From an optimization exercise on the open Yosys and OpenROAD flow, aimed at small area; shortcuts taken in it are not production practice. In this exercise RTL edits were held to simulation tests only and were not proved equivalent to the original. Power is estimated from default activity; no workload was simulated.

==> inputs of v1 <==
// rv_lite_core
module rv_lite_core
#(
  parameter int    NREGS    = 16,
  parameter logic [31:0] RESET_PC = '0
) (
  input  logic       clk,
  input  logic       xreset,
  output logic       o_imem_valid,
  output logic [31:0] o_imem_addr,
  input  logic       i_imem_ready,
  input  logic [31:0] i_imem_rdata,
  output logic       o_dmem_valid,
  output logic       o_dmem_we,
  output logic [31:0] o_dmem_addr,
  output logic [31:0] o_dmem_wdata,
  output logic [3:0] o_dmem_strb,
  input  logic       i_dmem_ready,
  input  logic [31:0] i_dmem_rdata
);
Settings: LEC_CHECK=0, CAP_MARGIN=20, CORE_MARGIN=2, CORE_UTILIZATION=40, PLACE_DENSITY=0.6, SETUP_SLACK_MARGIN=0.5, SLEW_MARGIN=20; clock period 10.0 ns.
run.sh (not shown) runs the stock make flow with config.mk's settings and CLKGATE_MAP_FILE= SYNTH_SCRIPT=/design/flow/synth_recipe.tcl, a recipe that flattens the netlist after the stock synthesis.
==> v3 (differences from v1) <==
--- a/flow/design.v
+++ b/flow/design.v
@@ -67,12 +67,12 @@
   localparam logic [3:0] S_DREQ  = 4'd5;    
   localparam logic [3:0] S_WBW   = 4'd6;    
   localparam logic [3:0] S_WB    = 4'd7;    
   localparam logic [3:0] S_CPW   = 4'd8;    
   localparam logic [3:0] S_COPY  = 4'd9;    
-  localparam logic [3:0] S_SHW   = 4'd10;   
-  localparam logic [3:0] S_SHR   = 4'd11;   
+  localparam logic [3:0] S_SH1   = 4'd10;   
+  localparam logic [3:0] S_SH2   = 4'd11;   
   localparam logic [3:0] C_NOP   = 4'd0;
   localparam logic [3:0] C_OP    = 4'd1;
   localparam logic [3:0] C_OPI   = 4'd2;
   localparam logic [3:0] C_LUI   = 4'd3;
   localparam logic [3:0] C_AUIPC = 4'd4;
@@ -88,11 +88,10 @@
   logic [3:0]  cls;
   logic [3:0]  rdf, rs1f, rs2f;
   logic [2:0]  f3;
   logic        f7;
   logic        cy, icy, flag, last;
-  logic [4:0]  shamt;
   logic [31:0] rf [16];    
   logic imem_hs, dmem_hs, p31, e0;
   assign imem_hs = o_imem_valid & i_imem_ready;
   assign dmem_hs = o_dmem_valid & i_dmem_ready;
   assign p31     = (ph == 5'd31);
@@ -176,33 +175,34 @@
   assign cond = isBR ? ((f3[2] ? (f3[1] ? ltu : lt) : ~neq) ^ f3[0])
                      : (f3[0] ? ltu : lt);
   logic it, inc;
   assign it  = (ph == 5'd2) | icy;
   assign inc = pcb ^ it;
-  logic [5:0] xs;
-  logic       sh_go, sh_in;
-  assign xs    = {1'b0, ph} + {1'b0, shamt ^ {5{right}}} + {5'd0, right};
-  assign sh_go = ((st == S_SHW) & (xs[4:0] == 5'd0)) | (st == S_SHR);
-  assign sh_in = (xs[5] ^ right) ? (sra & W[31]) : rs1b;
+  logic [4:0] shamt;
+  logic       sh_en;
+  assign shamt = A[4:0];    
+  assign sh_en = (((ph ^ {5{~right}}) < shamt)) ^ ~right;
   logic tap, wbit, in_range;
+  logic [1:0] lane;
+  assign lane = W[1:0];
   always_comb begin
     case (f3[1:0])
       2'd0: begin
-        case (A[1:0])
-          2'd0: tap = W[0];
-          2'd1: tap = W[8];
-          2'd2: tap = W[16];
-          default: tap = W[24];
+        case (lane)
+          2'd0: tap = A[0];
+          2'd1: tap = A[8];
+          2'd2: tap = A[16];
+          default: tap = A[24];
         endcase
         in_range = (ph < 5'd8);
       end
       2'd1: begin
-        tap = A[1] ? W[16] : W[0];
+        tap = lane[1] ? A[16] : A[0];
         in_range = (ph < 5'd16);
       end
       default: begin
-        tap = W[0];
+        tap = A[0];
         in_range = 1'b1;
       end
     endcase
     if (!isLD)
       wbit = W[0];
@@ -230,13 +230,14 @@
         rd_we  = (is_alu & ~is_shift & ~is_slt) | isLUI | isAUIPC | isJAL | isJALR;
         rd_bit = (isJAL | isJALR) ? inc : is_alu ? alu : sum;
         pc_we  = ~(isBR | is_slt);
         pc_new = (isJAL | isJALR) ? (sum & ~e0) : inc;
         shA    = ~isBR;
-        a_in   = (isLD | isST) ? sum : pc_new;
-        shW    = isST;
-        w_in   = ((f3[1:0] == 2'd0) & (ph >= 5'd8))  ? W[24] :
+        a_in   = (isLD | isST) ? sum : is_shift ? b_raw : pc_new;
+        shW    = isST | isLD;
+        w_in   = isLD ? sum :
+                 ((f3[1:0] == 2'd0) & (ph >= 5'd8))  ? W[24] :
                  ((f3[1:0] == 2'd1) & (ph >= 5'd16)) ? W[16] : rs2b;
       end
       S_EX2: begin
         rd_we  = is_slt;
         rd_bit = e0 & flag;
@@ -246,19 +247,25 @@
         a_in   = sum;
       end
       S_WB: begin
         rd_we  = 1'b1;
         rd_bit = wbit;
-        shW    = 1'b1;
+        shW    = ~isLD;
+        shA    = 1'b1;     
+        a_in   = pcb;
       end
       S_COPY: begin
         shA    = 1'b1;
         a_in   = pcb;
       end
-      S_SHW, S_SHR: begin
-        shW    = sh_go;
-        w_in   = sh_in;
+      S_SH1: begin
+        shW    = 1'b1;
+        w_in   = (right | sh_en) & rs1b;
+      end
+      S_SH2: begin
+        shW    = sh_en;
+        w_in   = right ? (sra & W[31]) : W[0];
       end
       default: ;
     endcase
   end
   always_ff @(posedge clk) begin
@@ -266,18 +273,22 @@
     for (int k = 1; k < 16; k++)
       rf[k] <= {(rd_we && rdf == 4'(k)) ? rd_bit : rf[k][0], rf[k][31:1]};
   end
   always_ff @(posedge clk) begin
     if (imem_hs)
-      A <= i_imem_rdata;
+      A[31:7] <= i_imem_rdata[31:7];
+    else if (dmem_hs && !o_dmem_we)
+      A[31:7] <= i_dmem_rdata[31:7];
     else if (shA)
-      A <= {a_in, A[31:1]};
+      A[31:7] <= {a_in, A[31:8]};
+    if (dmem_hs && !o_dmem_we)
+      A[6:0] <= i_dmem_rdata[6:0];
+    else if (shA)
+      A[6:0] <= A[7:1];
   end
   always_ff @(posedge clk) begin
-    if (dmem_hs && !o_dmem_we)
-      W <= i_dmem_rdata;
-    else if (shW)
+    if (shW)
       W <= {w_in, W[31:1]};
   end
   always_ff @(posedge clk) begin
     if (imem_hs) begin
       cls  <= cls_in;
@@ -292,12 +303,10 @@
     cy   <= cout;
     icy  <= ~p31 & pcb & it;
     last <= wb ? wbit : immb;
     if (ex && (is_slt || isBR))
       flag <= p31 ? cond : e0 ? xab : neq;
-    if (ex && is_shift && (ph < 5'd5))
-      shamt <= {b_raw, shamt[4:1]};
   end
   always_ff @(posedge clk) begin
     if (!xreset) begin
       st <= S_PCZ;
       ph <= 5'd0;
@@ -307,20 +316,20 @@
         S_PCZ:   if (p31) st <= S_FETCH;
         S_FETCH: if (imem_hs) st <= p31 ? S_EXEC : S_XW;
         S_XW:    if (p31) st <= S_EXEC;
         S_EXEC:  if (p31) st <= (isBR | is_slt) ? S_EX2 :
                                 (isLD | isST)   ? S_DREQ :
-                                is_shift        ? S_SHW : S_FETCH;
+                                is_shift        ? S_SH1 : S_FETCH;
         S_EX2:   if (p31) st <= S_FETCH;
         S_DREQ:  if (dmem_hs) st <= isLD ? (p31 ? S_WB : S_WBW)
                                          : (p31 ? S_COPY : S_CPW);
         S_WBW:   if (p31) st <= S_WB;
-        S_WB:    if (p31) st <= isLD ? S_COPY : S_FETCH;
+        S_WB:    if (p31) st <= S_FETCH;
         S_CPW:   if (p31) st <= S_COPY;
         S_COPY:  if (p31) st <= S_FETCH;
-        S_SHW:   if (xs[4:0] == 5'd0) st <= S_SHR;
-        S_SHR:   if (xs[4:0] == 5'd31) st <= p31 ? S_WB : S_WBW;
+        S_SH1:   if (p31) st <= S_SH2;
+        S_SH2:   if (p31) st <= S_WB;
         default: st <= S_PCZ;
       endcase
     end
   end
   assign o_imem_valid = (st == S_FETCH);
==> flow/flow/run.sh (new file) <==
#!/bin/bash
# The standard layout, with smaller port buffers and a clock tree of small buffers
set -euo pipefail
export BUFFER_PORTS_ARGS="-buffer_cell sky130_fd_sc_hd__buf_1"
export CTS_ARGS="-sink_clustering_enable -repair_clock_nets -dont_use_dummy_load -buf_list sky130_fd_sc_hd__clkbuf_4 -sink_clustering_size 9 -sink_clustering_max_diameter 35"
bash standard.sh > standard.log 2>&1
==> flow/standard.sh (new file) <==
#!/bin/bash
# synth_recipe.tcl (not shown) runs the flow's synth.tcl, then flattens the netlist and writes it again
# the make line also repeats each setting of config.mk as NAME=value (left out here)
make -C /OpenROAD-flow-scripts/flow DESIGN_CONFIG=/design/flow/config.mk WORK_HOME=/design/flow/orfs CLKGATE_MAP_FILE= SYNTH_SCRIPT=/design/flow/synth_recipe.tcl "${@:-finish}"
==> flow/config.mk (replaced) <==
export PLATFORM = sky130hd
export DESIGN_NAME = rv_lite_core
export DESIGN_NICKNAME = rv_lite_core
export VERILOG_FILES = /design/flow/design.v
export SDC_FILE = /design/flow/constraint.sdc
export NUM_CORES = 4
export LEC_CHECK = 0
export ABC_AREA = 1
export CAP_MARGIN = 20
export CORE_MARGIN = 2
export CORE_UTILIZATION = 70
export PLACE_DENSITY = 0.8
export SETUP_SLACK_MARGIN = 0.5
export SLEW_MARGIN = 20
removed: flow/run.sh
==> impl_results.md <==
- Status: complete, no violations
- Psw: 735 uW
- Met3 WL: 2340 um
- Setup ws final: 5660 ps
# the run above: v3

==> impl_results.md <==
- Status: complete, no violations
- Psw: ~920 uW
- CTS tree: yes
- Setup ws final: roughly 4900 ps
- Synth Area in Simple Gates: between 5 and 6%
- Die W: 210 um
# the run above: v1

## port drivers added, routing unchanged
Ports are ideal in the flow. The routed layouts listed here were re-timed in OpenROAD. Step 1: set_driving_cell puts a clkbuf_16 on clk and a buf_2 on each other input, an assumption about the parent block. Step 2 times the ports against the registers' clock, not the clock port: input delays grow and output delays shrink by t, the midpoint of the rising clock arrivals with the driver on. a / b / c = ideal / step 1 / step 2; a / b = the first two.
run	t, ns	slack for setup (ns)	hold slack, ns
v1	0.633	4.944 / 4.889 / 5.522	0.319 / 0.319 / 0.319
v3	0.689	5.662 / 5.616 / 5.929	0.262 / 0.262 / 0.262
After both steps setup and hold are still met in every run listed.
